Context: an optimization exercise on an open-source flow, tuned for small area, a short achievable clock period and few clock cycles per item. The choices shown serve that exercise and are no tape-out recipe. In this exercise RTL edits were held to simulation tests only and were not proved equivalent to the original. Power and IR drop assume default switching activity.

`flow/config.mk`:
```
export PLATFORM = sky130hd
export DESIGN_NAME = soc_curve_interp_validate
export DESIGN_NICKNAME = soc_curve_interp_validate
export VERILOG_FILES = /design/flow/design.v
export SDC_FILE = /design/flow/constraint.sdc
export NUM_CORES = 4
export LEC_CHECK = 0
export ABC_AREA = 1
export CAP_MARGIN = 20
export CORE_MARGIN = 2
export CORE_UTILIZATION = 50
export CTS_BUF_LIST = sky130_fd_sc_hd__clkbuf_8
export CTS_CLUSTER_DIAMETER = 150
export CTS_CLUSTER_SIZE = 50
export SETUP_SLACK_MARGIN = 5
export SLEW_MARGIN = 20
```
`flow/constraint.sdc`:
```
create_clock -name core_clock -period 10.0 [get_ports {clk}]
set_input_delay 2.0000 -clock core_clock [delete_from_list [all_inputs] [get_ports {clk}]]
set_output_delay 2.0000 -clock core_clock [all_outputs]
set_load 0.01 [all_outputs]
```
`flow/design.v`:
```
module soc_curve_interp_validate #(
  parameter int NUM_POINTS = 8
) (
  input  logic        clk,
  input  logic        rst,
  input  logic        cfg_wen,
  input  logic        cfg_index,
  input  logic [7:0]  cfg_data,
  input  logic        in_valid,
  output logic        in_ready,
  input  logic [19:0] in_data,
  output logic        out_valid,
  input  logic        out_ready,
  output logic [15:0] out_data
);
  logic [7:0] ve;
  logic [6:0] mt;
  logic       busy;
  always_ff @(posedge clk) begin
    if (rst) begin
      ve <= 8'd53;
      mt <= 7'd5;
    end else begin
      if (cfg_wen && cfg_index) mt <= cfg_data[6:0];
      if (cfg_wen && !cfg_index) ve <= cfg_data;
      else if (busy && eseg != 3'd5) ve <= {ve[1:0], ve[7:2]};
    end
  end
  logic [2:0]  eseg;    
  logic [1:0]  ebit;
  logic [13:0] acc;
  logic [1:0]  vbits;
  logic [15:0] mk;      
  logic [15:0] acc_sum;
  logic [13:0] acc_next;
  logic [4:0]  t1;
  logic [5:0]  t2;
  logic [6:0]  t3;
  logic [6:0]  t4;
  logic [5:0]  t5;
  assign vbits = ve[1:0];
  logic kt_new_n22, kt_new_n23, kt_new_n25, kt_new_n26, kt_new_n28, kt_new_n29, kt_new_n30, kt_new_n31, kt_new_n32, kt_new_n33, kt_new_n35, kt_new_n36, kt_new_n37, kt_new_n38, kt_new_n39, kt_new_n41, kt_new_n42, kt_new_n43, kt_new_n44, kt_new_n45, kt_new_n47, kt_new_n48, kt_new_n49, kt_new_n51, kt_new_n52, kt_new_n53, kt_new_n55, kt_new_n56, kt_new_n58, kt_new_n60, kt_new_n61, kt_new_n62, kt_new_n63, kt_new_n65, kt_new_n66, kt_new_n67, kt_new_n69, kt_new_n71, kt_new_n72, kt_new_n73, kt_new_n76;
  assign kt_new_n22 = ~eseg[2] & vbits[0];
  assign kt_new_n23 = eseg[1] & kt_new_n22;
  assign mk[15] = vbits[1] & kt_new_n23;
  assign kt_new_n25 = ~eseg[2] & vbits[1];
  assign kt_new_n26 = ~vbits[0] & kt_new_n25;
  assign mk[14] = eseg[1] & kt_new_n26;
  assign kt_new_n28 = eseg[1] & ~eseg[0];
  assign kt_new_n29 = ~eseg[1] & ~eseg[0];
  assign kt_new_n30 = ~eseg[2] & kt_new_n29;
  assign kt_new_n31 = vbits[0] & kt_new_n29;
  assign kt_new_n32 = eseg[2] & kt_new_n31;
  assign kt_new_n33 = ~kt_new_n23 & ~kt_new_n32;
  assign mk[0] = ~kt_new_n28 & ~kt_new_n33;
  assign kt_new_n35 = ~eseg[0] & vbits[1];
  assign kt_new_n36 = ~kt_new_n22 & ~kt_new_n35;
  assign kt_new_n37 = ~eseg[1] & ~kt_new_n36;
  assign kt_new_n38 = ~kt_new_n25 & ~kt_new_n37;
  assign kt_new_n39 = ~mk[0] & kt_new_n38;
  assign mk[3] = ~kt_new_n30 & ~kt_new_n39;
  assign kt_new_n41 = ~kt_new_n28 & mk[3];
  assign kt_new_n42 = vbits[1] & kt_new_n41;
  assign kt_new_n43 = vbits[0] & ~mk[15];
  assign kt_new_n44 = ~kt_new_n23 & ~kt_new_n25;
  assign kt_new_n45 = kt_new_n43 & ~kt_new_n44;
  assign mk[13] = kt_new_n42 | kt_new_n45;
  assign kt_new_n47 = ~mk[14] & ~kt_new_n37;
  assign kt_new_n48 = kt_new_n26 & ~kt_new_n47;
  assign kt_new_n49 = mk[3] & kt_new_n43;
  assign mk[12] = kt_new_n48 | kt_new_n49;
  assign kt_new_n51 = kt_new_n22 & mk[13];
  assign kt_new_n52 = ~eseg[0] & kt_new_n26;
  assign kt_new_n53 = ~kt_new_n31 & ~kt_new_n52;
  assign mk[9] = kt_new_n51 | ~kt_new_n53;
  assign kt_new_n55 = kt_new_n22 & mk[9];
  assign kt_new_n56 = ~eseg[1] & kt_new_n25;
  assign mk[11] = kt_new_n55 | kt_new_n56;
  assign kt_new_n58 = eseg[1] & kt_new_n42;
  assign mk[10] = ~kt_new_n47 | kt_new_n58;
  assign kt_new_n60 = ~vbits[1] & kt_new_n22;
  assign kt_new_n61 = ~kt_new_n26 & ~kt_new_n60;
  assign kt_new_n62 = ~mk[12] & ~kt_new_n61;
  assign kt_new_n63 = vbits[1] & ~kt_new_n33;
  assign mk[8] = kt_new_n62 | kt_new_n63;
  assign kt_new_n65 = ~kt_new_n22 & ~kt_new_n28;
  assign kt_new_n66 = ~kt_new_n47 & kt_new_n65;
  assign kt_new_n67 = ~mk[3] & ~kt_new_n66;
  assign mk[7] = ~mk[0] & ~kt_new_n67;
  assign kt_new_n69 = kt_new_n33 & ~kt_new_n60;
  assign mk[6] = kt_new_n66 | ~kt_new_n69;
  assign kt_new_n71 = ~kt_new_n23 & ~kt_new_n26;
  assign kt_new_n72 = eseg[0] & ~kt_new_n71;
  assign kt_new_n73 = kt_new_n31 & ~kt_new_n63;
  assign mk[5] = kt_new_n72 | kt_new_n73;
  assign mk[4] = ~kt_new_n31 & kt_new_n41;
  assign kt_new_n76 = ~mk[6] & ~mk[5];
  assign mk[2] = ~kt_new_n30 & ~kt_new_n76;
  assign mk[1] = kt_new_n41 & ~mk[8];
  assign acc_sum  = {2'b0, (ebit == 2'd0) ? 14'd0 : acc} + mk;
  assign acc_next = acc_sum[15:2];
  always_ff @(posedge clk) begin
    if (rst || (cfg_wen && !cfg_index)) begin
      busy <= 1'b1;
      eseg <= 3'd0;
      ebit <= 2'd0;
    end else if (busy) begin
      ebit <= ebit + 2'd1;
      if (ebit == 2'd3) eseg <= eseg + 3'd1;
      if (eseg == 3'd5) busy <= 1'b0;
    end
  end
  always_ff @(posedge clk) begin
    acc <= acc_next;
  end
  always_ff @(posedge clk) begin
    if (busy && ebit == 2'd0) begin
      case (eseg)
        3'd1: t1 <= acc[11:7];
        3'd2: t2 <= acc[12:7];
        3'd3: t3 <= acc[13:7];
        3'd4: t4 <= acc[13:7];
        3'd5: t5 <= acc[12:7];
        default: ;
      endcase
    end
  end
  logic [2:0] t6;
  logic [1:0] t7;
  logic t67_new_n14, t67_new_n15, t67_new_n16, t67_new_n17, t67_new_n18, t67_new_n19, t67_new_n21, t67_new_n22, t67_new_n23, t67_new_n24, t67_new_n25, t67_new_n26, t67_new_n27, t67_new_n28, t67_new_n30, t67_new_n31, t67_new_n32, t67_new_n33, t67_new_n34, t67_new_n35, t67_new_n36, t67_new_n37, t67_new_n38, t67_new_n39, t67_new_n40, t67_new_n41, t67_new_n42, t67_new_n43, t67_new_n44, t67_new_n45, t67_new_n46, t67_new_n47, t67_new_n48, t67_new_n51;
  assign t67_new_n14 = ve[7] & ve[6];
  assign t67_new_n15 = ve[2] & ve[1];
  assign t67_new_n16 = ~ve[3] & ~t67_new_n15;
  assign t67_new_n17 = ve[7] & ve[5];
  assign t67_new_n18 = ve[4] & t67_new_n17;
  assign t67_new_n19 = ~t67_new_n16 & t67_new_n18;
  assign t6[2] = t67_new_n14 | t67_new_n19;
  assign t67_new_n21 = ve[1] & ve[0];
  assign t67_new_n22 = ~ve[2] & ~t67_new_n21;
  assign t67_new_n23 = ve[6] & ve[4];
  assign t67_new_n24 = ve[3] & t67_new_n23;
  assign t67_new_n25 = ~t67_new_n22 & t67_new_n24;
  assign t67_new_n26 = ve[6] & ve[5];
  assign t67_new_n27 = ~ve[7] & ~t67_new_n26;
  assign t67_new_n28 = ~t67_new_n25 & t67_new_n27;
  assign t6[1] = ~t6[2] & ~t67_new_n28;
  assign t67_new_n30 = ~ve[4] & ~ve[2];
  assign t67_new_n31 = ~ve[3] & t67_new_n30;
  assign t67_new_n32 = t67_new_n26 & ~t67_new_n31;
  assign t67_new_n33 = t6[2] & t67_new_n32;
  assign t67_new_n34 = ~t6[2] & ~t67_new_n32;
  assign t67_new_n35 = ~t67_new_n33 & ~t67_new_n34;
  assign t67_new_n36 = ~ve[1] & ~ve[0];
  assign t67_new_n37 = t67_new_n30 & t67_new_n36;
  assign t67_new_n38 = ve[7] & ~t67_new_n37;
  assign t67_new_n39 = ~ve[6] & ~t67_new_n38;
  assign t67_new_n40 = ~t67_new_n25 & ~t67_new_n39;
  assign t67_new_n41 = ~ve[5] & ~t67_new_n40;
  assign t67_new_n42 = ve[3] & t67_new_n15;
  assign t67_new_n43 = ve[7] & ~ve[3];
  assign t67_new_n44 = ~ve[5] & ~t67_new_n43;
  assign t67_new_n45 = ~ve[4] & ~t67_new_n17;
  assign t67_new_n46 = ~t67_new_n44 & t67_new_n45;
  assign t67_new_n47 = ~t67_new_n42 & t67_new_n46;
  assign t67_new_n48 = ~t67_new_n41 & ~t67_new_n47;
  assign t6[0] = ~t67_new_n35 & t67_new_n48;
  assign t7[1] = t67_new_n14 & ~t67_new_n46;
  assign t67_new_n51 = ~ve[7] & ~t67_new_n32;
  assign t7[0] = ~t7[1] & ~t67_new_n51;
  logic        r0_v;
  logic [12:0] v;
  logic [6:0]  r0_c;
  logic [6:0]  e;
  logic ev_new_n21, ev_new_n22, ev_new_n23, ev_new_n24, ev_new_n25, ev_new_n26, ev_new_n27, ev_new_n28, ev_new_n29, ev_new_n30, ev_new_n31, ev_new_n33, ev_new_n34, ev_new_n35, ev_new_n36, ev_new_n37, ev_new_n38, ev_new_n39, ev_new_n40, ev_new_n41, ev_new_n42, ev_new_n43, ev_new_n44, ev_new_n45, ev_new_n46, ev_new_n47, ev_new_n48, ev_new_n49, ev_new_n50, ev_new_n51, ev_new_n52, ev_new_n53, ev_new_n54, ev_new_n55, ev_new_n56, ev_new_n57, ev_new_n58, ev_new_n59, ev_new_n60, ev_new_n61, ev_new_n62, ev_new_n63, ev_new_n64, ev_new_n65, ev_new_n66, ev_new_n67, ev_new_n68, ev_new_n69, ev_new_n70, ev_new_n71, ev_new_n72, ev_new_n73, ev_new_n74, ev_new_n75, ev_new_n76, ev_new_n77, ev_new_n78, ev_new_n79, ev_new_n80, ev_new_n81, ev_new_n82, ev_new_n83, ev_new_n84, ev_new_n85, ev_new_n86, ev_new_n87, ev_new_n88, ev_new_n89, ev_new_n90, ev_new_n91, ev_new_n92, ev_new_n93, ev_new_n94, ev_new_n95, ev_new_n96, ev_new_n97, ev_new_n98, ev_new_n99, ev_new_n100, ev_new_n101, ev_new_n102, ev_new_n103, ev_new_n104, ev_new_n105, ev_new_n106, ev_new_n107, ev_new_n108, ev_new_n109, ev_new_n110, ev_new_n111, ev_new_n112, ev_new_n113, ev_new_n114, ev_new_n115, ev_new_n116, ev_new_n117, ev_new_n118, ev_new_n119, ev_new_n120, ev_new_n121, ev_new_n122, ev_new_n123, ev_new_n125, ev_new_n126, ev_new_n127, ev_new_n128, ev_new_n130, ev_new_n131, ev_new_n132, ev_new_n133, ev_new_n134, ev_new_n135, ev_new_n136, ev_new_n137, ev_new_n138, ev_new_n139, ev_new_n140, ev_new_n141, ev_new_n142, ev_new_n143, ev_new_n144, ev_new_n145, ev_new_n146, ev_new_n147, ev_new_n148, ev_new_n150, ev_new_n151, ev_new_n152, ev_new_n153, ev_new_n154, ev_new_n155, ev_new_n156, ev_new_n157, ev_new_n158, ev_new_n159, ev_new_n160, ev_new_n161, ev_new_n162, ev_new_n163, ev_new_n164, ev_new_n165, ev_new_n166, ev_new_n167, ev_new_n168, ev_new_n169, ev_new_n170, ev_new_n171, ev_new_n172, ev_new_n173, ev_new_n174, ev_new_n175, ev_new_n176, ev_new_n177, ev_new_n178, ev_new_n179, ev_new_n180, ev_new_n181, ev_new_n182, ev_new_n183, ev_new_n184, ev_new_n185, ev_new_n186, ev_new_n187, ev_new_n188, ev_new_n189, ev_new_n190, ev_new_n191, ev_new_n192, ev_new_n193, ev_new_n194, ev_new_n195, ev_new_n196, ev_new_n197, ev_new_n198, ev_new_n199, ev_new_n200, ev_new_n201, ev_new_n202, ev_new_n203, ev_new_n204, ev_new_n205, ev_new_n206, ev_new_n207, ev_new_n208, ev_new_n209, ev_new_n210, ev_new_n211, ev_new_n212, ev_new_n213, ev_new_n214, ev_new_n215, ev_new_n216, ev_new_n217, ev_new_n218, ev_new_n219, ev_new_n220, ev_new_n221, ev_new_n222, ev_new_n223, ev_new_n224, ev_new_n225, ev_new_n226, ev_new_n227, ev_new_n228, ev_new_n229, ev_new_n230, ev_new_n231, ev_new_n232, ev_new_n234, ev_new_n235, ev_new_n236, ev_new_n237, ev_new_n238, ev_new_n239, ev_new_n240, ev_new_n241, ev_new_n242, ev_new_n243, ev_new_n244, ev_new_n245, ev_new_n246, ev_new_n247, ev_new_n248, ev_new_n249, ev_new_n250, ev_new_n251, ev_new_n252, ev_new_n253, ev_new_n254, ev_new_n255, ev_new_n256, ev_new_n257, ev_new_n258, ev_new_n259, ev_new_n260, ev_new_n261, ev_new_n262, ev_new_n263, ev_new_n264, ev_new_n265, ev_new_n266, ev_new_n267, ev_new_n268, ev_new_n269, ev_new_n270, ev_new_n271, ev_new_n272, ev_new_n273, ev_new_n275, ev_new_n276, ev_new_n277, ev_new_n278, ev_new_n279, ev_new_n280, ev_new_n281, ev_new_n282, ev_new_n283, ev_new_n284, ev_new_n285, ev_new_n286, ev_new_n287, ev_new_n288, ev_new_n289, ev_new_n290, ev_new_n291, ev_new_n292, ev_new_n293, ev_new_n294, ev_new_n295, ev_new_n296, ev_new_n297, ev_new_n298, ev_new_n299, ev_new_n300, ev_new_n301, ev_new_n302, ev_new_n303, ev_new_n304, ev_new_n305, ev_new_n306, ev_new_n307, ev_new_n308, ev_new_n309, ev_new_n310, ev_new_n311, ev_new_n312, ev_new_n313, ev_new_n314, ev_new_n315, ev_new_n316, ev_new_n317, ev_new_n318, ev_new_n319, ev_new_n320, ev_new_n321, ev_new_n322, ev_new_n323, ev_new_n324, ev_new_n325, ev_new_n326, ev_new_n327, ev_new_n328, ev_new_n329, ev_new_n330, ev_new_n331, ev_new_n332, ev_new_n333, ev_new_n334, ev_new_n335, ev_new_n336, ev_new_n337, ev_new_n338, ev_new_n339, ev_new_n340, ev_new_n341, ev_new_n342, ev_new_n343, ev_new_n344, ev_new_n345, ev_new_n346, ev_new_n347, ev_new_n348, ev_new_n349;
  assign ev_new_n21 = v[11] & v[10];
  assign ev_new_n22 = v[9] & ev_new_n21;
  assign ev_new_n23 = v[6] & v[4];
  assign ev_new_n24 = v[7] & ev_new_n23;
  assign ev_new_n25 = ~v[2] & ~v[1];
  assign ev_new_n26 = ~v[3] & ev_new_n25;
  assign ev_new_n27 = v[5] & v[4];
  assign ev_new_n28 = ~ev_new_n26 & ev_new_n27;
  assign ev_new_n29 = ev_new_n24 & ev_new_n28;
  assign ev_new_n30 = ~v[8] & ~ev_new_n29;
  assign ev_new_n31 = ev_new_n22 & ~ev_new_n30;
  assign e[6] = v[12] | ev_new_n31;
  assign ev_new_n33 = ~v[7] & v[6];
  assign ev_new_n34 = ~v[5] & ~v[4];
  assign ev_new_n35 = ~ev_new_n27 & ~ev_new_n34;
  assign ev_new_n36 = v[1] & v[0];
  assign ev_new_n37 = v[2] & ev_new_n36;
  assign ev_new_n38 = v[3] & ev_new_n37;
  assign ev_new_n39 = ev_new_n35 & ev_new_n38;
  assign ev_new_n40 = ~v[5] & ~ev_new_n39;
  assign ev_new_n41 = ev_new_n33 & ~ev_new_n40;
  assign ev_new_n42 = ~v[8] & v[6];
  assign ev_new_n43 = v[7] & ~v[6];
  assign ev_new_n44 = v[1] & ev_new_n43;
  assign ev_new_n45 = ~v[3] & ~ev_new_n33;
  assign ev_new_n46 = v[5] & ~v[2];
  assign ev_new_n47 = ~v[4] & ev_new_n46;
  assign ev_new_n48 = ev_new_n45 & ev_new_n47;
  assign ev_new_n49 = ~ev_new_n44 & ev_new_n48;
  assign ev_new_n50 = v[8] & ev_new_n49;
  assign ev_new_n51 = ~v[1] & ~v[0];
  assign ev_new_n52 = v[2] & ~ev_new_n51;
  assign ev_new_n53 = v[7] & ~ev_new_n52;
  assign ev_new_n54 = v[5] & v[3];
  assign ev_new_n55 = ~ev_new_n53 & ev_new_n54;
  assign ev_new_n56 = ~ev_new_n27 & ~ev_new_n55;
  assign ev_new_n57 = ev_new_n43 & ~ev_new_n56;
  assign ev_new_n58 = ~v[5] & ~v[3];
  assign ev_new_n59 = ~ev_new_n26 & ~ev_new_n58;
  assign ev_new_n60 = ev_new_n24 & ~ev_new_n59;
  assign ev_new_n61 = ~v[7] & ~v[6];
  assign ev_new_n62 = ~v[2] & ~ev_new_n36;
  assign ev_new_n63 = ~ev_new_n53 & ~ev_new_n62;
  assign ev_new_n64 = ~v[3] & ~ev_new_n63;
  assign ev_new_n65 = v[3] & ~ev_new_n62;
  assign ev_new_n66 = ~v[7] & ~v[4];
  assign ev_new_n67 = ~ev_new_n65 & ev_new_n66;
  assign ev_new_n68 = ~ev_new_n64 & ~ev_new_n67;
  assign ev_new_n69 = v[5] & ev_new_n68;
  assign ev_new_n70 = ~ev_new_n61 & ~ev_new_n69;
  assign ev_new_n71 = ~ev_new_n37 & ev_new_n45;
  assign ev_new_n72 = ~ev_new_n38 & ~ev_new_n71;
  assign ev_new_n73 = ~v[4] & ev_new_n72;
  assign ev_new_n74 = ~ev_new_n70 & ev_new_n73;
  assign ev_new_n75 = ~ev_new_n60 & ~ev_new_n74;
  assign ev_new_n76 = ~ev_new_n57 & ~ev_new_n75;
  assign ev_new_n77 = ~v[5] & ~ev_new_n68;
  assign ev_new_n78 = ~v[6] & ~v[4];
  assign ev_new_n79 = ~ev_new_n23 & ~ev_new_n78;
  assign ev_new_n80 = ev_new_n77 & ev_new_n79;
  assign ev_new_n81 = v[3] & ~ev_new_n61;
  assign ev_new_n82 = ~ev_new_n36 & ev_new_n81;
  assign ev_new_n83 = v[2] & v[1];
  assign ev_new_n84 = ~v[7] & ev_new_n83;
  assign ev_new_n85 = v[7] & ~ev_new_n83;
  assign ev_new_n86 = ~ev_new_n84 & ~ev_new_n85;
  assign ev_new_n87 = v[6] & ~v[4];
  assign ev_new_n88 = v[5] & ev_new_n87;
  assign ev_new_n89 = ev_new_n86 & ev_new_n88;
  assign ev_new_n90 = ~ev_new_n54 & ~ev_new_n78;
  assign ev_new_n91 = ~ev_new_n35 & ev_new_n52;
  assign ev_new_n92 = ~ev_new_n90 & ev_new_n91;
  assign ev_new_n93 = ~ev_new_n89 & ~ev_new_n92;
  assign ev_new_n94 = ~ev_new_n82 & ~ev_new_n93;
  assign ev_new_n95 = v[3] & ev_new_n83;
  assign ev_new_n96 = ev_new_n87 & ev_new_n95;
  assign ev_new_n97 = ~v[2] & ev_new_n51;
  assign ev_new_n98 = ev_new_n78 & ev_new_n97;
  assign ev_new_n99 = ~ev_new_n96 & ~ev_new_n98;
  assign ev_new_n100 = v[7] & ~ev_new_n99;
  assign ev_new_n101 = ~ev_new_n94 & ~ev_new_n100;
  assign ev_new_n102 = ~ev_new_n80 & ev_new_n101;
  assign ev_new_n103 = ~ev_new_n76 & ev_new_n102;
  assign ev_new_n104 = ~v[8] & ~ev_new_n103;
  assign ev_new_n105 = ~ev_new_n50 & ~ev_new_n104;
  assign ev_new_n106 = ~ev_new_n42 & ev_new_n105;
  assign ev_new_n107 = ev_new_n58 & ~ev_new_n99;
  assign ev_new_n108 = ev_new_n34 & ~ev_new_n65;
  assign ev_new_n109 = v[6] & ~ev_new_n28;
  assign ev_new_n110 = ~ev_new_n108 & ev_new_n109;
  assign ev_new_n111 = ~ev_new_n107 & ~ev_new_n110;
  assign ev_new_n112 = ~ev_new_n106 & ~ev_new_n111;
  assign ev_new_n113 = ~ev_new_n41 & ~ev_new_n112;
  assign ev_new_n114 = v[7] & ~v[5];
  assign ev_new_n115 = v[6] & ev_new_n114;
  assign ev_new_n116 = ev_new_n113 & ~ev_new_n115;
  assign ev_new_n117 = v[8] & ~v[6];
  assign ev_new_n118 = ~ev_new_n42 & ~ev_new_n117;
  assign ev_new_n119 = ~ev_new_n116 & ev_new_n118;
  assign ev_new_n120 = ev_new_n116 & ~ev_new_n118;
  assign ev_new_n121 = v[7] & ev_new_n22;
  assign ev_new_n122 = ~ev_new_n120 & ev_new_n121;
  assign ev_new_n123 = ~ev_new_n119 & ev_new_n122;
  assign e[5] = v[12] | ev_new_n123;
  assign ev_new_n125 = ~v[12] & ev_new_n22;
  assign ev_new_n126 = ~ev_new_n57 & ev_new_n116;
  assign ev_new_n127 = v[8] & ev_new_n43;
  assign ev_new_n128 = ev_new_n126 & ~ev_new_n127;
  assign e[4] = ev_new_n125 & ~ev_new_n128;
  assign ev_new_n130 = ev_new_n27 & ~ev_new_n113;
  assign ev_new_n131 = ~ev_new_n35 & ~ev_new_n87;
  assign ev_new_n132 = ~ev_new_n77 & ~ev_new_n131;
  assign ev_new_n133 = ~ev_new_n69 & ev_new_n132;
  assign ev_new_n134 = ev_new_n37 & ~ev_new_n133;
  assign ev_new_n135 = ~v[7] & ~ev_new_n134;
  assign ev_new_n136 = ~ev_new_n111 & ~ev_new_n135;
  assign ev_new_n137 = ev_new_n111 & ev_new_n133;
  assign ev_new_n138 = ~ev_new_n136 & ~ev_new_n137;
  assign ev_new_n139 = ~ev_new_n130 & ev_new_n138;
  assign ev_new_n140 = ~v[8] & ~ev_new_n139;
  assign ev_new_n141 = v[8] & v[7];
  assign ev_new_n142 = ~ev_new_n126 & ~ev_new_n141;
  assign ev_new_n143 = v[5] & ~ev_new_n49;
  assign ev_new_n144 = ~v[6] & ~ev_new_n143;
  assign ev_new_n145 = v[6] & ev_new_n143;
  assign ev_new_n146 = ~ev_new_n144 & ~ev_new_n145;
  assign ev_new_n147 = ~ev_new_n142 & ev_new_n146;
  assign ev_new_n148 = ~ev_new_n140 & ~ev_new_n147;
  assign e[3] = ev_new_n125 & ~ev_new_n148;
  assign ev_new_n150 = v[12] & ~v[11];
  assign ev_new_n151 = ~v[10] & ~v[9];
  assign ev_new_n152 = ~v[8] & ev_new_n151;
  assign ev_new_n153 = ev_new_n150 & ev_new_n152;
  assign ev_new_n154 = ~v[3] & ev_new_n34;
  assign ev_new_n155 = ev_new_n61 & ~ev_new_n83;
  assign ev_new_n156 = ev_new_n154 & ev_new_n155;
  assign ev_new_n157 = ev_new_n153 & ev_new_n156;
  assign ev_new_n158 = v[12] & ~ev_new_n157;
  assign ev_new_n159 = v[5] & ev_new_n62;
  assign ev_new_n160 = v[6] & ~ev_new_n52;
  assign ev_new_n161 = ~ev_new_n97 & ~ev_new_n160;
  assign ev_new_n162 = ~ev_new_n159 & ev_new_n161;
  assign ev_new_n163 = v[7] & ev_new_n162;
  assign ev_new_n164 = ~ev_new_n72 & ~ev_new_n163;
  assign ev_new_n165 = ev_new_n78 & ~ev_new_n164;
  assign ev_new_n166 = ev_new_n61 & ~ev_new_n77;
  assign ev_new_n167 = v[4] & v[1];
  assign ev_new_n168 = ~ev_new_n83 & ~ev_new_n167;
  assign ev_new_n169 = ~v[6] & ~v[0];
  assign ev_new_n170 = ~ev_new_n168 & ev_new_n169;
  assign ev_new_n171 = ~ev_new_n25 & ~ev_new_n83;
  assign ev_new_n172 = ~v[6] & v[4];
  assign ev_new_n173 = ~ev_new_n171 & ev_new_n172;
  assign ev_new_n174 = ~v[6] & ~v[2];
  assign ev_new_n175 = ~v[4] & ~ev_new_n174;
  assign ev_new_n176 = ev_new_n171 & ev_new_n175;
  assign ev_new_n177 = ~ev_new_n173 & ~ev_new_n176;
  assign ev_new_n178 = ~ev_new_n170 & ev_new_n177;
  assign ev_new_n179 = v[5] & ev_new_n178;
  assign ev_new_n180 = ev_new_n62 & ev_new_n87;
  assign ev_new_n181 = v[3] & ~ev_new_n97;
  assign ev_new_n182 = ~ev_new_n180 & ev_new_n181;
  assign ev_new_n183 = ~ev_new_n179 & ~ev_new_n182;
  assign ev_new_n184 = ~ev_new_n166 & ev_new_n183;
  assign ev_new_n185 = ~ev_new_n74 & ev_new_n184;
  assign ev_new_n186 = ev_new_n165 & ev_new_n185;
  assign ev_new_n187 = ~ev_new_n23 & ~ev_new_n133;
  assign ev_new_n188 = ~ev_new_n186 & ev_new_n187;
  assign ev_new_n189 = v[5] & ~ev_new_n61;
  assign ev_new_n190 = v[3] & ~ev_new_n25;
  assign ev_new_n191 = ev_new_n24 & ev_new_n190;
  assign ev_new_n192 = ~ev_new_n189 & ~ev_new_n191;
  assign ev_new_n193 = ev_new_n99 & ~ev_new_n192;
  assign ev_new_n194 = ~v[8] & ~ev_new_n193;
  assign ev_new_n195 = ~ev_new_n188 & ev_new_n194;
  assign ev_new_n196 = ev_new_n61 & ev_new_n108;
  assign ev_new_n197 = ~v[6] & ~ev_new_n55;
  assign ev_new_n198 = v[2] & ~ev_new_n27;
  assign ev_new_n199 = ev_new_n53 & ~ev_new_n198;
  assign ev_new_n200 = ~v[7] & ev_new_n36;
  assign ev_new_n201 = ev_new_n198 & ev_new_n200;
  assign ev_new_n202 = ~v[3] & ~ev_new_n201;
  assign ev_new_n203 = ~ev_new_n199 & ev_new_n202;
  assign ev_new_n204 = v[6] & ~ev_new_n154;
  assign ev_new_n205 = ev_new_n62 & ~ev_new_n78;
  assign ev_new_n206 = ~ev_new_n204 & ev_new_n205;
  assign ev_new_n207 = ~ev_new_n203 & ev_new_n206;
  assign ev_new_n208 = ~ev_new_n197 & ev_new_n207;
  assign ev_new_n209 = ~ev_new_n196 & ~ev_new_n208;
  assign ev_new_n210 = ~ev_new_n143 & ev_new_n209;
  assign ev_new_n211 = ev_new_n95 & ~ev_new_n178;
  assign ev_new_n212 = v[8] & ~ev_new_n211;
  assign ev_new_n213 = ~v[8] & ev_new_n181;
  assign ev_new_n214 = ev_new_n57 & ~ev_new_n213;
  assign ev_new_n215 = ~ev_new_n212 & ~ev_new_n214;
  assign ev_new_n216 = v[9] & ~ev_new_n215;
  assign ev_new_n217 = ~ev_new_n210 & ev_new_n216;
  assign ev_new_n218 = ev_new_n29 & ev_new_n215;
  assign ev_new_n219 = ev_new_n55 & ev_new_n165;
  assign ev_new_n220 = ~v[4] & ev_new_n83;
  assign ev_new_n221 = v[5] & ~v[3];
  assign ev_new_n222 = ~ev_new_n220 & ev_new_n221;
  assign ev_new_n223 = ~ev_new_n39 & ~ev_new_n222;
  assign ev_new_n224 = ev_new_n33 & ~ev_new_n223;
  assign ev_new_n225 = ev_new_n29 & ~ev_new_n71;
  assign ev_new_n226 = ~v[9] & ~ev_new_n225;
  assign ev_new_n227 = ev_new_n21 & ~ev_new_n226;
  assign ev_new_n228 = ~ev_new_n224 & ev_new_n227;
  assign ev_new_n229 = ~ev_new_n219 & ev_new_n228;
  assign ev_new_n230 = ~ev_new_n218 & ev_new_n229;
  assign ev_new_n231 = ~ev_new_n217 & ev_new_n230;
  assign ev_new_n232 = ~ev_new_n195 & ev_new_n231;
  assign e[2] = ev_new_n158 | ev_new_n232;
  assign ev_new_n234 = v[2] & ev_new_n130;
  assign ev_new_n235 = v[7] & ~ev_new_n167;
  assign ev_new_n236 = ~ev_new_n36 & ev_new_n235;
  assign ev_new_n237 = ~ev_new_n174 & ~ev_new_n235;
  assign ev_new_n238 = ~ev_new_n236 & ~ev_new_n237;
  assign ev_new_n239 = v[2] & ev_new_n23;
  assign ev_new_n240 = ev_new_n51 & ev_new_n78;
  assign ev_new_n241 = ev_new_n58 & ~ev_new_n240;
  assign ev_new_n242 = ~ev_new_n239 & ev_new_n241;
  assign ev_new_n243 = ~ev_new_n238 & ev_new_n242;
  assign ev_new_n244 = ev_new_n185 & ~ev_new_n243;
  assign ev_new_n245 = ev_new_n24 & ev_new_n244;
  assign ev_new_n246 = v[4] & ~ev_new_n164;
  assign ev_new_n247 = ev_new_n209 & ~ev_new_n246;
  assign ev_new_n248 = ~v[6] & ev_new_n114;
  assign ev_new_n249 = ev_new_n65 & ev_new_n248;
  assign ev_new_n250 = ev_new_n215 & ~ev_new_n249;
  assign ev_new_n251 = ~ev_new_n247 & ~ev_new_n250;
  assign ev_new_n252 = ~ev_new_n245 & ~ev_new_n251;
  assign ev_new_n253 = ev_new_n105 & ev_new_n252;
  assign ev_new_n254 = ~ev_new_n58 & ~ev_new_n79;
  assign ev_new_n255 = ~ev_new_n97 & ev_new_n254;
  assign ev_new_n256 = ev_new_n195 & ev_new_n255;
  assign ev_new_n257 = ev_new_n253 & ~ev_new_n256;
  assign ev_new_n258 = ~ev_new_n234 & ev_new_n257;
  assign ev_new_n259 = ev_new_n125 & ~ev_new_n258;
  assign ev_new_n260 = ev_new_n40 & ev_new_n43;
  assign ev_new_n261 = ~v[12] & v[8];
  assign ev_new_n262 = ev_new_n21 & ev_new_n261;
  assign ev_new_n263 = ~ev_new_n41 & ev_new_n262;
  assign ev_new_n264 = ~ev_new_n260 & ev_new_n263;
  assign ev_new_n265 = ~v[7] & ev_new_n226;
  assign ev_new_n266 = ~v[5] & ~ev_new_n95;
  assign ev_new_n267 = ev_new_n90 & ~ev_new_n266;
  assign ev_new_n268 = v[7] & ~ev_new_n44;
  assign ev_new_n269 = ev_new_n267 & ~ev_new_n268;
  assign ev_new_n270 = ~ev_new_n226 & ~ev_new_n269;
  assign ev_new_n271 = ~ev_new_n265 & ~ev_new_n270;
  assign ev_new_n272 = ev_new_n264 & ev_new_n271;
  assign ev_new_n273 = ~ev_new_n157 & ~ev_new_n272;
  assign e[1] = ev_new_n259 | ~ev_new_n273;
  assign ev_new_n275 = ~v[4] & ~ev_new_n84;
  assign ev_new_n276 = ev_new_n58 & ~ev_new_n97;
  assign ev_new_n277 = ~ev_new_n275 & ev_new_n276;
  assign ev_new_n278 = ev_new_n253 & ev_new_n277;
  assign ev_new_n279 = ~ev_new_n49 & ev_new_n209;
  assign ev_new_n280 = ~ev_new_n244 & ~ev_new_n279;
  assign ev_new_n281 = ~v[2] & v[1];
  assign ev_new_n282 = ~ev_new_n200 & ~ev_new_n281;
  assign ev_new_n283 = ev_new_n23 & ~ev_new_n282;
  assign ev_new_n284 = v[4] & ev_new_n36;
  assign ev_new_n285 = v[7] & v[2];
  assign ev_new_n286 = ~ev_new_n78 & ev_new_n285;
  assign ev_new_n287 = ~ev_new_n284 & ev_new_n286;
  assign ev_new_n288 = ~ev_new_n52 & ev_new_n61;
  assign ev_new_n289 = ~v[1] & v[0];
  assign ev_new_n290 = ev_new_n66 & ev_new_n289;
  assign ev_new_n291 = ~ev_new_n288 & ~ev_new_n290;
  assign ev_new_n292 = ~ev_new_n287 & ev_new_n291;
  assign ev_new_n293 = ~ev_new_n283 & ev_new_n292;
  assign ev_new_n294 = ev_new_n155 & ev_new_n293;
  assign ev_new_n295 = ~ev_new_n280 & ~ev_new_n294;
  assign ev_new_n296 = ~ev_new_n278 & ev_new_n295;
  assign ev_new_n297 = v[9] & ~ev_new_n296;
  assign ev_new_n298 = v[4] & ~v[0];
  assign ev_new_n299 = ev_new_n26 & ev_new_n298;
  assign ev_new_n300 = v[9] & ~ev_new_n181;
  assign ev_new_n301 = ~ev_new_n299 & ev_new_n300;
  assign ev_new_n302 = ev_new_n260 & ~ev_new_n301;
  assign ev_new_n303 = ev_new_n203 & ~ev_new_n226;
  assign ev_new_n304 = v[7] & ~ev_new_n35;
  assign ev_new_n305 = ~v[9] & ~ev_new_n304;
  assign ev_new_n306 = ~v[5] & v[2];
  assign ev_new_n307 = v[7] & v[0];
  assign ev_new_n308 = ~ev_new_n298 & ~ev_new_n307;
  assign ev_new_n309 = ev_new_n306 & ~ev_new_n308;
  assign ev_new_n310 = v[3] & ~ev_new_n86;
  assign ev_new_n311 = ~ev_new_n309 & ev_new_n310;
  assign ev_new_n312 = ~ev_new_n305 & ev_new_n311;
  assign ev_new_n313 = ev_new_n204 & ~ev_new_n312;
  assign ev_new_n314 = ~ev_new_n303 & ev_new_n313;
  assign ev_new_n315 = ~ev_new_n302 & ~ev_new_n314;
  assign ev_new_n316 = ~ev_new_n297 & ev_new_n315;
  assign ev_new_n317 = ev_new_n262 & ~ev_new_n316;
  assign ev_new_n318 = v[1] & ev_new_n78;
  assign ev_new_n319 = ~ev_new_n162 & ~ev_new_n318;
  assign ev_new_n320 = ~ev_new_n76 & ev_new_n215;
  assign ev_new_n321 = ~ev_new_n319 & ~ev_new_n320;
  assign ev_new_n322 = ev_new_n215 & ~ev_new_n293;
  assign ev_new_n323 = ~ev_new_n321 & ~ev_new_n322;
  assign ev_new_n324 = ev_new_n54 & ~ev_new_n323;
  assign ev_new_n325 = ev_new_n23 & ev_new_n213;
  assign ev_new_n326 = ~ev_new_n267 & ~ev_new_n325;
  assign ev_new_n327 = ~ev_new_n114 & ev_new_n326;
  assign ev_new_n328 = ev_new_n68 & ~ev_new_n185;
  assign ev_new_n329 = ev_new_n209 & ~ev_new_n328;
  assign ev_new_n330 = ~ev_new_n178 & ~ev_new_n329;
  assign ev_new_n331 = v[7] & ev_new_n25;
  assign ev_new_n332 = ~ev_new_n326 & ev_new_n331;
  assign ev_new_n333 = ~ev_new_n330 & ~ev_new_n332;
  assign ev_new_n334 = ~ev_new_n327 & ~ev_new_n333;
  assign ev_new_n335 = ev_new_n46 & ~ev_new_n298;
  assign ev_new_n336 = ~ev_new_n167 & ~ev_new_n306;
  assign ev_new_n337 = ~ev_new_n335 & ev_new_n336;
  assign ev_new_n338 = ~v[7] & ~v[5];
  assign ev_new_n339 = ev_new_n51 & ~ev_new_n338;
  assign ev_new_n340 = ev_new_n45 & ~ev_new_n339;
  assign ev_new_n341 = ~ev_new_n54 & ~ev_new_n81;
  assign ev_new_n342 = ~ev_new_n340 & ev_new_n341;
  assign ev_new_n343 = ~ev_new_n337 & ev_new_n342;
  assign ev_new_n344 = ~ev_new_n244 & ~ev_new_n343;
  assign ev_new_n345 = ~v[8] & ~ev_new_n344;
  assign ev_new_n346 = ~ev_new_n334 & ~ev_new_n345;
  assign ev_new_n347 = ~ev_new_n324 & ev_new_n346;
  assign ev_new_n348 = ev_new_n125 & ~ev_new_n347;
  assign ev_new_n349 = ~ev_new_n157 & ~ev_new_n348;
  assign e[0] = ev_new_n317 | ~ev_new_n349;
  logic [2:0] sg;
  logic sg_new_n17, sg_new_n18, sg_new_n19, sg_new_n20, sg_new_n21, sg_new_n22, sg_new_n23, sg_new_n24, sg_new_n25, sg_new_n26, sg_new_n27, sg_new_n29, sg_new_n30, sg_new_n31, sg_new_n32, sg_new_n33, sg_new_n34, sg_new_n35, sg_new_n36, sg_new_n37, sg_new_n38, sg_new_n39, sg_new_n40, sg_new_n41, sg_new_n42, sg_new_n43, sg_new_n44, sg_new_n45, sg_new_n46, sg_new_n47, sg_new_n48, sg_new_n50, sg_new_n51, sg_new_n52, sg_new_n53, sg_new_n54, sg_new_n55, sg_new_n56, sg_new_n57, sg_new_n58, sg_new_n59, sg_new_n60, sg_new_n61, sg_new_n62, sg_new_n63, sg_new_n64, sg_new_n65, sg_new_n66, sg_new_n67;
  assign sg_new_n17 = v[11] & v[10];
  assign sg_new_n18 = v[9] & sg_new_n17;
  assign sg_new_n19 = ~v[1] & ~v[0];
  assign sg_new_n20 = ~v[2] & sg_new_n19;
  assign sg_new_n21 = v[3] & ~sg_new_n20;
  assign sg_new_n22 = ~v[6] & ~v[5];
  assign sg_new_n23 = ~v[4] & sg_new_n22;
  assign sg_new_n24 = ~sg_new_n21 & sg_new_n23;
  assign sg_new_n25 = v[7] & ~sg_new_n24;
  assign sg_new_n26 = ~v[8] & ~sg_new_n25;
  assign sg_new_n27 = sg_new_n18 & ~sg_new_n26;
  assign sg[2] = ~v[12] & ~sg_new_n27;
  assign sg_new_n29 = v[5] & v[4];
  assign sg_new_n30 = v[2] & ~sg_new_n19;
  assign sg_new_n31 = ~v[3] & ~sg_new_n30;
  assign sg_new_n32 = sg_new_n29 & ~sg_new_n31;
  assign sg_new_n33 = v[8] & ~v[7];
  assign sg_new_n34 = ~v[6] & sg_new_n33;
  assign sg_new_n35 = sg_new_n18 & sg_new_n34;
  assign sg_new_n36 = ~sg_new_n32 & sg_new_n35;
  assign sg_new_n37 = sg_new_n18 & ~sg_new_n25;
  assign sg_new_n38 = ~sg_new_n36 & sg_new_n37;
  assign sg_new_n39 = v[8] & v[7];
  assign sg_new_n40 = sg_new_n17 & sg_new_n39;
  assign sg_new_n41 = v[2] & v[1];
  assign sg_new_n42 = v[0] & sg_new_n41;
  assign sg_new_n43 = ~v[3] & ~sg_new_n42;
  assign sg_new_n44 = v[6] & sg_new_n29;
  assign sg_new_n45 = ~sg_new_n43 & sg_new_n44;
  assign sg_new_n46 = ~v[9] & ~sg_new_n45;
  assign sg_new_n47 = sg_new_n40 & ~sg_new_n46;
  assign sg_new_n48 = ~v[12] & ~sg_new_n47;
  assign sg[1] = ~sg_new_n38 & sg_new_n48;
  assign sg_new_n50 = v[7] & sg_new_n24;
  assign sg_new_n51 = ~v[7] & ~sg_new_n41;
  assign sg_new_n52 = v[5] & ~sg_new_n51;
  assign sg_new_n53 = ~v[4] & sg_new_n43;
  assign sg_new_n54 = ~sg_new_n52 & sg_new_n53;
  assign sg_new_n55 = ~v[7] & ~v[5];
  assign sg_new_n56 = v[6] & ~sg_new_n55;
  assign sg_new_n57 = ~sg_new_n54 & sg_new_n56;
  assign sg_new_n58 = ~sg_new_n50 & ~sg_new_n57;
  assign sg_new_n59 = ~v[8] & sg_new_n18;
  assign sg_new_n60 = ~sg_new_n58 & sg_new_n59;
  assign sg_new_n61 = v[4] & v[3];
  assign sg_new_n62 = sg_new_n42 & sg_new_n61;
  assign sg_new_n63 = sg_new_n22 & ~sg_new_n62;
  assign sg_new_n64 = sg_new_n40 & ~sg_new_n63;
  assign sg_new_n65 = sg_new_n46 & sg_new_n64;
  assign sg_new_n66 = ~sg_new_n36 & ~sg_new_n65;
  assign sg_new_n67 = ~sg_new_n60 & sg_new_n66;
  assign sg[0] = v[12] | sg_new_n67;
  logic [6:0] t_raw;
  always_comb begin
    case (sg)
      3'd1: t_raw = {2'd0, t1};
      3'd2: t_raw = {1'd0, t2};
      3'd3: t_raw = t3;
      3'd4: t_raw = t4;
      3'd5: t_raw = {1'd0, t5};
      3'd6: t_raw = {4'd0, t6};
      default: t_raw = {5'd0, t7};
    endcase
  end
  logic       r1_v;
  logic [6:0] r1_e, r1_c, r1_t;
  logic [6:0] tol;
  logic [7:0] d;
  logic [6:0] ad;
  logic       ok;
  assign tol = (r1_t < mt) ? mt : r1_t;
  assign d   = {1'b0, r1_c} - {1'b0, r1_e};
  assign ad  = d[7] ? 7'(-d) : d[6:0];
  assign ok  = ad < tol;
  logic       s_v;
  logic       s_ok, h_ok;
  logic [6:0] s_e, s_t, h_e, h_t;
  logic       h_free, r1_en, r0_en;
  assign h_free = !out_valid || out_ready;
  assign r1_en  = !r1_v || !s_v;
  assign r0_en  = !r0_v || r1_en;
  logic       r0_v_n, r1_v_n, s_v_n, busy_n, busy_long_n;
  always_comb begin
    r0_v_n = r0_en ? (in_valid && in_ready) : r0_v;
    r1_v_n = r1_en ? r0_v : r1_v;
    s_v_n  = h_free ? 1'b0 : (s_v || r1_v);
    busy_n = (cfg_wen && !cfg_index) || (busy && eseg != 3'd5);
    busy_long_n = (cfg_wen && !cfg_index) || (busy && eseg != 3'd5 && !(eseg == 3'd4 && ebit == 2'd3));
  end
  always_ff @(posedge clk) begin
    if (rst) begin
      r0_v      <= 1'b0;
      r1_v      <= 1'b0;
      s_v       <= 1'b0;
      out_valid <= 1'b0;
      in_ready  <= 1'b0;
    end else begin
      r0_v      <= r0_v_n;
      r1_v      <= r1_v_n;
      s_v       <= s_v_n;
      out_valid <= h_free ? (s_v || r1_v) : 1'b1;
      in_ready  <= !busy_long_n && (!r0_v_n || !r1_v_n || !s_v_n);
    end
  end
  always_ff @(posedge clk) begin
    if (r0_en) begin
      v    <= in_data[19:7];
      r0_c <= in_data[6:0];
    end
    if (r1_en) begin
      r1_e <= e;
      r1_c <= r0_c;
      r1_t <= t_raw;
    end
    if (!s_v) begin
      s_ok <= ok;
      s_e  <= r1_e;
      s_t  <= tol;
    end
    if (h_free) begin
      if (s_v) begin
        h_ok <= s_ok;
        h_e  <= s_e;
        h_t  <= s_t;
      end else begin
        h_ok <= ok;
        h_e  <= r1_e;
        h_t  <= tol;
      end
    end
  end
  assign out_data = {h_ok, h_e, 1'b0, h_t};
endmodule
```
`flow/flow/run.sh`:
```
#!/bin/bash
set -euo pipefail
MARGIN=${FLOW_SETUP_MARGIN:-6.9}
export BUFFER_PORTS_ARGS="-buffer_cell sky130_fd_sc_hd__buf_1"
sed "s/SETUP_SLACK_MARGIN=[0-9.]*/SETUP_SLACK_MARGIN=${MARGIN}/" standard.sh > standard_margin.sh
bash standard_margin.sh > standard.log 2>&1
```
`flow/standard.sh`:
```
#!/bin/bash
# synth_recipe.tcl (not shown) runs the flow's synth.tcl, then flattens the netlist and writes it again
# the make line also repeats each setting of config.mk as NAME=value (left out here)
make -C /OpenROAD-flow-scripts/flow DESIGN_CONFIG=/design/flow/config.mk WORK_HOME=/design/flow/orfs CLKGATE_MAP_FILE= SYNTH_SCRIPT=/design/flow/synth_recipe.tcl "${@:-finish}"
```
==> results of run 1 <==
[power by group]
part	switching (W)	leakage (nW)	internal (W)
sequential	0.0000362	1.35	0.000689
combinational	0.000213	2.50	0.000142
clock	0.000234	0.219	0.000247
[Yosys cell counts, types with 2 or more instances]
cell type / count / share of area [%]
clkbuf_1: 10 / 0.47
o221ai_1: 2 / 0.22
o21a_1: 2 / 0.19
o21ai_0: 62 / 3.9
nor2_4: 2 / 0.28
o21bai_1: 5 / 0.47
buf_2: 7 / 0.44
inv_1: 123 / 5.8
a22oi_1: 4 / 0.38
clkinv_1: 2 / 0.094
inv_2: 4 / 0.19
a211oi_1: 10 / 0.94
nor2_2: 3 / 0.24
nand3_1: 33 / 2.1
ha_1: 52 / 8.2
o2111ai_1: 3 / 0.33
edfxtp_1: 87 / 33
or2_2: 3 / 0.24
xor2_1: 22 / 2.4
nand2_1: 201 / 9.5
nand2_4: 2 / 0.28
a21oi_1: 61 / 3.8
o21ai_2: 4 / 0.44
o211ai_1: 16 / 1.5
nor3_1: 14 / 0.88
or2_1: 2 / 0.16
dfxtp_1: 55 / 14
inv_4: 2 / 0.16
nand2_2: 4 / 0.31
xnor2_1: 4 / 0.44
buf_4: 3 / 0.28
nand4_1: 19 / 1.5
o21ai_1: 3 / 0.19
a31oi_1: 5 / 0.39
nor2_1: 96 / 4.5
[per-layer routing]
layer	global-route usage (%)	vias to the layer above	share of wire, %
met5	0	-	0
met4	7.51	0	1.9
met3	4.88	34	5.2
met2	35.4	214	46
met1	32.4	3075	47
li1	-	3367	-
[cells in the final DEF, fill, tap and decap left out, types with 8 or more instances in the layout]
cell type and instances:
edfxtp_1 87, inv_1 116, inv_2 10, buf_1 50, dfxtp_1 49, a21oi_1 54, a211oi_1 8, nor3_1 14
buf_4 32, nand3_1 32, o211ai_1 16, o21ai_0 59, ha_1 49, nand4_1 19, nand2_1 196, clkbuf_8 17
xor2_1 21, nor2_1 88
[logic make-up (layout without fill, tap and decap cells)]
group,after synthesis,in the layout,synth area share (%)
DFF,142,142,46.5
adders and majority gates,53,53,8.40
xor gates and xnor gates,26,26,2.85
buffers and inverters,151,247,7.41
and+or+nand+nor,385,385,20.6
AOI/OAI and AO/OA,189,189,14.2
other,1,1,0.0470
[area by class of cell]
class	instances	area [um^2]	share of cell area (%)
Sequential cell	142	3730	40.4
Timing Repair Buffer	84	459	4.97
Tap cell	216	270	2.93
Multi-Input combinational cell	654	3860	41.8
Inverter	131	508	5.50
Clock inverter	15	168	1.82
Clock buffer	17	234	2.53
[state kept, by name, summed over array words and instances, names as in the netlist, 3 cells and up]
register,cells
r1_c,7
t3,7
s_e,7
v,13
r1_t,7
mt,7
t1,5
t2,6
s_t,7
acc,14
ve,8
t5,6
h_e,7
h_t,7
t4,7
r1_e,7
eseg,3
r0_c,7
[worst reg2reg max path, stage by stage (launching register included)]
cell	delay, ns
dfxtp_4	0.38
inv_6	0.07
ha_4	0.16
nand2_4	0.05
o21ai_2	0.13
inv_2	0.06
nor2_4	0.09
inv_2	0.04
a31o_4	0.25
o21ai_2	0.13
a21oi_1	0.05
or2_1	0.26
nor2_1	0.13
ha_2	0.19
a21oi_2	0.05
o21a_1	0.20
o21ai_4	0.10
buf_12	0.13
a21oi_4	0.06
o21bai_4	0.16
nand4_1	0.12
nand2_1	0.12
xor2_1	0.14
[per-stage QoR]
step	cell area, um^2	std cells
floorplan	7980	947
global placement	8350	1193
detailed placement	8350	1193
CTS	8830	1230
global route	9230	1259
finish	9230	1259
[path summary, 6_finish.rpt]
kind	start	endpoint	slack [ns]	depth (start not counted)
max	eseg[1]	acc[12]	6.84	22
min	r0_c[5]	r1_c[5]	0.42	0
max reg2reg	eseg[1]	acc[12]	6.84	22
min reg2reg	r0_c[5]	r1_c[5]	0.42	0
[timing repair]
action                                  in CTS  in global routing
setup buffers                                5                 29
pin swaps                                    4                 33
endpoints found under the setup margin      31                 28
hold buffers                                 0                  0
gates cloned                                 0                  0
gates resized for setup                     20                 47
==> metrics.md, run 1 <==
| Metric | Value |
|---|---|
| Synthesized flop and latch total | 142 |
| Total routed wirelength | 19200 um |
| Num rows | 46 |
| Largest stage delay, worst path | 0.38 ns |
| Final WS setup | 6.84 ns |
| Die footprint | 17000 um^2 |
| Skew final | 0.0141 ns |
| Antenna violations before repair | 0 |
| Post-Syn Area | 7980 um^2 |
| Clk Latency, worst-skew pair | 0.46 ns |
| Fin Hold WS | 0.418 ns |
| Worst Path Arrival | 3.55 ns |
| Ys async rst share | 0% |
| Die height | 130 um |
| Largest net degree at the start of global routing | 32 |
| Syn nets | 1034 |
| Yosys warning total | 1 |
| Die Wd | 130 um |
| CTS buffer count | 17 |
| Library cells used by synthesis | 55 |
| Maximum clock insertion buffer count | 2 |
| MaxCap Viol Count | 0 |
| Setup Crit Path Kind | register to register |
| Total Power | 0.00156 W |
| WP data required | 10.39 ns |
| Register clock-pin slew on the reported worst setup and hold paths | 0.08 ns |
| # diodes | 0 |
| Final RePlAce weighted congestion | 0.953 |
| Worst slew pin tran | 1.01 ns |
| Grt total ovfl | 0 |
| GRT Total Usage | 22.9% |
| Fmax | 0.316 GHz |
| Avg WL per Cell | 15.3 um |
| Root buffer cell | clkbuf_8 |
| P&R area growth vs syn | 15.7% |
| 1st-iter DRT viols | 541 |
| Number of synthesized flops with an enable pin | 87 |
| Slew HR | 32.1% |
| Crit-path max FO | 5 |
| CP Capture Type | register |
| Leak Pwr | 4.07 nW |
| Ys flop type | edfxtp_1 |
| First-pass GRT wire length | 30100 um |
| Share of layout cells above drive strength 1 | 13.0% |
| Core Util, Final | 58.6% |
| Critical Path Start Type | register |
| H-tree levels | 4 |
| Port buffer count | 50 |
| Hold Fails Final Rpt | 0 |
| Worst Hold Class | register to register |
| Mean area per synthesized cell | 8.43 um^2 |
| CP Cell Sequence | inv_6, ha_4, nand2_4, o21ai_2, inv_2, nor2_4, inv_2, a31o_4, o21ai_2, a21oi_1, or2_1, nor2_1, ha_2, a21oi_2, o21a_1, o21ai_4, buf_12, a21oi_4, o21bai_4, nand4_1, nand2_1, xor2_1 |
| Outcome | timing/DRC/antenna clean |
| VDD IR max | 0.000102 V |
| Via density | 5.31 |
| Mapped Cells | 947 |
| RSZ-0062 raised after global routing | yes |
| Fin crit period | 3.16 ns |
| Sequential-to-total area share from yosys stat | 46.5% |
| Vias in the first global route | 5960 |
| Final setup viols | 0 |
| Initial Util | 50.6% |
| Core area | 15800 um^2 |
| Fillers | 1495 |
| CTS tree | yes |
| Residual DRC | 0 |
| Final layout net count | 1117 |
| Clock Sinks | 142 |
| Pins Over Slew Limit | 0 |
| Final TNS setup | 0 ns |
| Dpl ws | 6.14 ns |
| Final worst-path cycle share | 31.6% |
| Final ANT Viol Nets | 0 |
| Via Count | 6690 |
| Drt first pass iters | 6 |
| Slowest CP cell | dfxtp_4 |
| Buf/Inv on CP | 4 |
| Hpwl dp | 13600 um |
| Ports | 52 |
| Power per cell area | 169 nW/um^2 |
| Top delay family on crit path | compound AO/OA/AOI/OAI gates |
Testbench counts, summed over its fixed seeds: cycles 3,368, items 3,200.
==> run 2: changes to the inputs <==
--- a/flow/config.mk
+++ b/flow/config.mk
@@ -14,3 +14,4 @@
 export CTS_CLUSTER_SIZE = 50
 export SETUP_SLACK_MARGIN = 5
 export SLEW_MARGIN = 20
+export TNS_END_PERCENT = 0
==> run 2 against run 1 <==
Still clean on timing, DRC and antenna. Final area down 2.0%. Power fell by 1.6%. Clock skew about the same. Sequential power is essentially flat. Clock-buffer cell count unchanged. Hold slack better by 0.0025 ns. First-iteration DRC count down 3.7%. Critical endpoint unchanged. Largest cell class unchanged.
==> metrics.md, run 2 <==
| Metric | Value |
|---|---|
| Outcome | timing/DRC/antenna clean |
| Fin crit period | 3.17 ns |
| MaxCap Viol Count | 0 |
| CP Capture Type | register |
| Antenna violations before repair | 0 |
| Most frequent cell after synthesis | nand2_1 |
| Via Count | 6631 |
| Slowest CP cell | dfxtp_4 |
| Worst Hold Depth | 0 |
| Register clock-pin slew on the reported worst setup and hold paths | 0.08 ns |
| Total routed wirelength | 18900 um |
| Mapped Cells | 947 |
| Ports | 52 |
| Largest family of logic cells by synthesized area | simple AND/OR/NAND/NOR gates |
| Pins Over Slew Limit | 0 |
| Synth top area share | 32.7% |
| Clock Sinks | 142 |
| Cell area after layout | 9050 um^2 |
| Largest stage delay, worst path | 0.37 ns |
| Post-Syn Area | 7980 um^2 |
| Worst path depth | 22 |
| Hold Fails Final Rpt | 0 |
| Vias in the first global route | 5915 |
| Area leader, netlist | edfxtp_1 |
| Mux cell area share after synthesis | 0% |
| Crit-path max FO | 4 |
| H-tree levels | 4 |
| Final RePlAce weighted congestion | 0.953 |
| Final TNS setup | 0 ns |
| Buf/Inv on CP | 4 |
| Slew HR | 33.0% |
| # diodes | 0 |
| Setup Crit Path Kind | register to register |
| Worst slew pin tran | 0.998 ns |
| Power per cell area | 170 nW/um^2 |
| Max reg flops | 14 |
| Synthesized flop and latch total | 142 |
| Top delay family on crit path | compound AO/OA/AOI/OAI gates |
| VDD IR max | 0.0000973 V |
| DP Area | 8350 um^2 |
| Grt total ovfl | 0 |
| Worst Hold Class | register to register |
| 1st-iter DRT viols | 521 |
| R2R cell count | 22 |
| GRT Total Usage | 22.8% |
| Worst Path Arrival | 3.56 ns |
| Initial Util | 50.6% |
| Residual DRC | 0 |
| Die footprint | 17000 um^2 |
| Num rows | 46 |
| Mean area per synthesized cell | 8.43 um^2 |
| Final worst-path cycle share | 31.7% |
| Most common cell after layout, fill and taps aside | nand2_1 |
| Drt first pass iters | 6 |
| Maximum clock insertion buffer count | 2 |
| Share of layout cells above drive strength 1 | 10.4% |
| Register bank with the most flops | acc |
| P&R area growth vs syn | 13.4% |
| Fmax | 0.315 GHz |
| Port buffer count | 50 |
| Leading registers by flop count | acc (14), v (13), ve (8) |
| CP Cell Sequence | clkinv_4, ha_4, nand2_4, o21ai_2, inv_2, nor2_4, inv_2, a31o_4, o21ai_2, a21oi_1, or2_1, nor2_1, ha_2, a21oi_2, o21a_1, o21ai_4, buf_12, a21oi_4, o21bai_4, nand4_1, nand2_1, xor2_1 |
| FF-to-FF setup slack | 6.83 ns |
| Critical Path Start Type | register |
| WP data required | 10.38 ns |
| Ranking of synthesized cells by area | edfxtp_1 33%, dfxtp_1 14%, nand2_1 9.5%, ha_1 8.2%, inv_1 5.8% |
| Largest net degree at the start of global routing | 32 |
| Post-synthesis xor/xnor area fraction | 2.85% |
| Ys flop type | edfxtp_1 |
| Final setup viols | 0 |
| Adder-cell share of the synthesized area | 8.40% |
| Syn nets | 1034 |
| Core area | 15800 um^2 |
| Commonest cells in the netlist | 201 x nand2_1, 123 x inv_1, 96 x nor2_1, 87 x edfxtp_1, 62 x o21ai_0 |
| Leak Pwr | 4.00 nW |
| Ys async rst share | 0% |
| Placed cell count | 1193 |
| Die Wd | 130 um |
| Die height | 130 um |
| Final layout net count | 1104 |
| Simple-gate share of the synthesized area | 20.6% |
| Post-synthesis compound-gate area fraction | 14.2% |
| Finished Layout Cells | 1246 |
| CTS tree | yes |
| RSZ-0062 raised after global routing | yes |
| Sequential-to-total area share from yosys stat | 46.5% |
| Number of synthesized flops with an enable pin | 87 |
| Cts hold-fix bufs | 0 |
| Clk Latency, worst-skew pair | 0.46 ns |
| Avg WL per Cell | 15.2 um |
| CTS buffer count | 17 |
| Final ANT Viol Nets | 0 |
| Fin Hold WS | 0.420 ns |
| First-pass GRT wire length | 29900 um |
| Root buffer cell | clkbuf_8 |
| Hpwl dp | 13600 um |
| Commonest non-fill, non-tap cells in the layout | 199 x nand2_1, 118 x inv_1, 91 x nor2_1, 87 x edfxtp_1, 62 x o21ai_0 |
| Skew final | 0.0141 ns |
| Yosys warning total | 1 |
| Via density | 5.32 |
| Library cells used by synthesis | 55 |
==> run 2: area by class of cell <==
type | instances | area, um^2
fillers | 1515 | 6720
multi-input cells | 654 | 3780
flip-flops and latches | 142 | 3730
inverters | 131 | 508
repair buffers | 71 | 358
well taps | 216 | 270
clock buffers | 17 | 234
clock inverters | 15 | 168
==> run 2: per-stage QoR <==
step	util [%]	total power (W)	worst slack, ns
floorplan	-	0.000961	6.93
global placement	52.9	0.00104	6.22
detailed placement	52.9	0.00104	6.14
CTS	55.6	0.00152	6.68
global route	57.4	0.00163	6.60
finish	57.4	0.00154	6.83
==> run 2: cell families (layout without fill, tap and decap cells) <==
family,Yosys count,after routing
AND/OR/NAND/NOR,385,385
AO/OA/AOI/OAI,189,189
buffers and inverters,151,234
flip-flops,142,142
adder cells (fa/ha/maj),53,53
XOR/XNOR,26,26
other,1,1
==> run 2: power by group <==
group	internal (W)	switching (W)
logic	0.000128	0.000201
registers	0.000689	0.0000387
clock network	0.000247	0.000233
total	0.00106	0.000472
==> run 2: worst paths after layout <==
path                              start       to
worst max-delay path            eseg[1]  acc[12]
worst min-delay path            r0_c[5]  r1_c[5]
worst max register to register  eseg[1]  acc[12]
worst min register to register  r0_c[5]  r1_c[5]
==> run 2: repair_timing <==
action / CTS / global route
setup buffers: 1 / 20
pin swaps: 1 / 17
endpoints found under the setup margin: 31 / 31
gates resized for setup: 7 / 37
==> run 2: per-layer routing <==
metal  track usage (%)  share of wire (%)  wire [um]  vias to the layer above
li1                  -                  -          -                     3344
met1              32.4                 47       8860                     3030
met2              34.9                 46       8670                      229
met3              4.88                5.5       1040                       28
met4              7.51                1.8        342                        0
met5                 0                  0          0                        -
==> run 3: changes to the inputs <==
==> flow/flow/run.sh (replaced) <==
#!/bin/bash
set -euo pipefail
MARGIN=${FLOW_SETUP_MARGIN:-6.7}
export BUFFER_PORTS_ARGS="-buffer_cell sky130_fd_sc_hd__buf_1"
sed "s/SETUP_SLACK_MARGIN=[0-9.]*/SETUP_SLACK_MARGIN=${MARGIN}/" standard.sh > standard_margin.sh
bash standard_margin.sh > standard.log 2>&1
==> run 3 against run 2 <==
Hold slack worse by 0.0018 ns. Final area is 2.4% lower. Clock skew increased by 0.00055 ns. Highest routed layer unchanged.
==> metrics.md, run 3 <==
| Metric | Value |
|---|---|
| Outcome | timing/DRC/antenna clean |
| Avg WL per Cell | 15.0 um |
| Top delay family on crit path | simple AND/OR/NAND/NOR gates |
| GRT Total Usage | 22.8% |
| Synthesized flop and latch total | 142 |
| MaxCap Viol Count | 0 |
| Power per cell area | 172 nW/um^2 |
| Antenna violations before repair | 0 |
| Max reg flops | 14 |
| Most common cell after layout, fill and taps aside | nand2_1 |
| RSZ-0062 raised after global routing | yes |
| Core Util, Final | 56.0% |
| Total routed wirelength | 18500 um |
| Slowest CP cell | edfxtp_1 |
| Final setup viols | 0 |
| WP data required | 10.17 ns |
| Skew final | 0.0146 ns |
| Leading registers by flop count | acc (14), v (13), ve (8) |
| Port buffer count | 50 |
| Adder-cell share of the synthesized area | 8.40% |
| VDD IR max | 0.0000906 V |
| Initial Util | 50.6% |
| Fin crit period | 3.22 ns |
| Die Wd | 130 um |
| Yosys warning total | 1 |
| Syn nets | 1034 |
| R2R cell count | 13 |
| Dpl ws | 6.14 ns |
| H-tree levels | 4 |
| Die height | 130 um |
| Mapped Cells | 947 |
| Simple-gate share of the synthesized area | 20.6% |
| Maximum clock insertion buffer count | 2 |
| CP Capture Point | r1_t[0] |
| CTS buffer count | 17 |
| FF-to-FF setup slack | 6.78 ns |
| R2R Path Start | v[7] |
| Most frequent cell after synthesis | nand2_1 |
| Vias in the first global route | 5897 |
| Num rows | 46 |
| Leak Pwr | 3.90 nW |
| Worst Hold Class | register to register |
| Commonest non-fill, non-tap cells in the layout | 200 x nand2_1, 122 x inv_1, 94 x nor2_1, 87 x edfxtp_1, 62 x o21ai_0 |
| Pins Over Slew Limit | 0 |
| Ports | 52 |
| Most used cell, CP | nand2_1 |
| P&R area growth vs syn | 10.7% |
| Worst path depth | 13 |
| Post-Syn Area | 7980 um^2 |
| First-pass GRT wire length | 29800 um |
| Final TNS setup | 0 ns |
| Beginning of the critical path | v[7] |
| Fin Hold WS | 0.418 ns |
| Post-synthesis compound-gate area fraction | 14.2% |
| Largest family of logic cells by synthesized area | simple AND/OR/NAND/NOR gates |
| Ys flop type | edfxtp_1 |
| CP Capture Type | register |
| Critical Path Start Type | register |
| Root buffer cell | clkbuf_8 |
| Share of layout cells above drive strength 1 | 7.69% |
| Clock Sinks | 142 |
| Worst slew pin tran | 1.01 ns |
| Area leader, netlist | edfxtp_1 |
| Drt first pass iters | 5 |
| Final WS setup | 6.78 ns |
| Synth top area share | 32.7% |
| Final worst-path cycle share | 32.2% |
| Post-synthesis xor/xnor area fraction | 2.85% |
| Commonest cells in the netlist | 201 x nand2_1, 123 x inv_1, 96 x nor2_1, 87 x edfxtp_1, 62 x o21ai_0 |
| Hpwl dp | 13600 um |
| Via density | 5.26 |
| CTS tree | yes |
| Fmax | 0.310 GHz |
| Reg2reg end | r1_t[0] |
| Worst Path Arrival | 3.39 ns |
| Ranking of synthesized cells by area | edfxtp_1 33%, dfxtp_1 14%, nand2_1 9.5%, ha_1 8.2%, inv_1 5.8% |
| Slew HR | 32.3% |
| Number of synthesized flops with an enable pin | 87 |
| Register bank with the most flops | acc |
| Final RePlAce weighted congestion | 0.953 |
| Final ANT Viol Nets | 0 |
| Mux cell area share after synthesis | 0% |
| Residual DRC | 0 |
| Ys async rst share | 0% |
| Clk Latency, worst-skew pair | 0.46 ns |
| 1st-iter DRT viols | 485 |
| Sequential-to-total area share from yosys stat | 46.5% |
| Die footprint | 17000 um^2 |
| Largest net degree at the start of global routing | 32 |
| Core area | 15800 um^2 |
| Largest stage delay, worst path | 0.63 ns |
| Crit-path max FO | 14 |
| Register clock-pin slew on the reported worst setup and hold paths | 0.08 ns |
| CP Cell Sequence | inv_1, ha_1, o211ai_1, nand2_1, o21ai_0, nand3_1, nand3_1, nand2_1, nand2_1, nor2_1, nor2_1, o211ai_1, nand4_1 |
| Library cells used by synthesis | 55 |
| Buf/Inv on CP | 1 |
| Final layout net count | 1088 |
| Setup Crit Path Kind | register to register |
| Mean area per synthesized cell | 8.43 um^2 |
| # diodes | 0 |
| Total Power | 0.00152 W |
| Via Count | 6465 |
| Hold Fails Final Rpt | 0 |
| Grt total ovfl | 0 |
run 3: final cells by class:
cell class / instances / area [um^2]
Inverter: 131 / 503
Multi-Input combinational cell: 654 / 3710
Sequential cell: 142 / 3720
Clock buffer: 17 / 234
Tap cell: 216 / 270
Clock inverter: 15 / 168
Timing Repair Buffer: 55 / 225
Fill cell: 1531 / 6940
run 3: worst min path at each step:
stage / startpoint / endpoint / slack [ns] / depth (start not counted)
CTS: r0_c[5] / r1_c[5] / 0.42 / 0
floorplan: r0_c[0] / r1_c[0] / 0.40 / 0
finish: r0_c[5] / r1_c[5] / 0.42 / 0
global placement: r0_c[1] / r1_c[1] / 0.40 / 0
global route: r0_c[5] / r1_c[5] / 0.42 / 0
detailed placement: r0_c[2] / r1_c[2] / 0.41 / 0
run 3: repair_timing:
item	4_1_cts	5_1_grt
buffers inserted	0	5
resized for setup	3	15
pin swaps	0	2
hold buffers	0	0
endpoints found under the setup margin	10	21
run 3: per-layer routing:
layer  global-route usage [%]  part of all wire, %  wire length, um  up-vias
met5                        0                    0                0        -
met4                     7.51                  1.7              310        0
met3                     4.88                  5.1              942       32
met2                     34.7                   45             8270      199
met1                     32.4                   48             8940     2927
li1                         -                    -                -     3307
run 3: cells by family (layout without fill, tap and decap cells):
group	after synthesis	after routing
xor gates and xnor gates	26	26
and+or+nand+nor	385	385
buffers and inverters	151	218
AOI/OAI and AO/OA	189	189
adders and majority gates	53	53
DFF	142	142
other	1	1
run 3: stage by stage:
step | instance area (um^2) | cells
5_1_grt | 8830 | 1230
2_1_floorplan | 7980 | 947
3_3_place_gp | 8350 | 1193
6_report | 8830 | 1230
4_1_cts | 8760 | 1225
3_5_place_dp | 8350 | 1193
run 3: power by group:
group	total, W	switching (W)	internal [W]
combinational	0.000309	0.000192	0.000117
clock	0.000479	0.000232	0.000247
sequential	0.000730	0.0000398	0.000690
total	0.00152	0.000463	0.00105

## separate check: timing with driven ports
The flow's constraints put no driver on any port. The routed layouts listed below were extracted and timed again, unchanged, in two steps. Step 1, drivers: a clkbuf_16 drives clk and a buf_2 each remaining input, both assumed. Step 2 also shifts input and output timing later by t, the mid clock arrival at the registers, as if the neighbouring blocks saw the same clock. Slacks: no drivers / after step 1 / after step 2; pairs: no drivers / after step 1.
| run | shift t [ns] | slack for setup (ns) | slew at the worst register clock pin (ns) |
|---|---|---|---|
| run 1 | 0.490 | 6.836 / 6.836 / 6.644 | 0.09 / 0.09 |
| run 2 | 0.490 | 6.829 / 6.829 / 6.404 | 0.09 / 0.09 |
| run 3 | 0.486 | 6.777 / 6.777 / 6.384 | 0.09 / 0.09 |
After both steps every run listed still meets setup and hold. The setup slack of run 2, which loses most, moves by 0.000 ns with the drivers and by -0.425 ns with both steps.
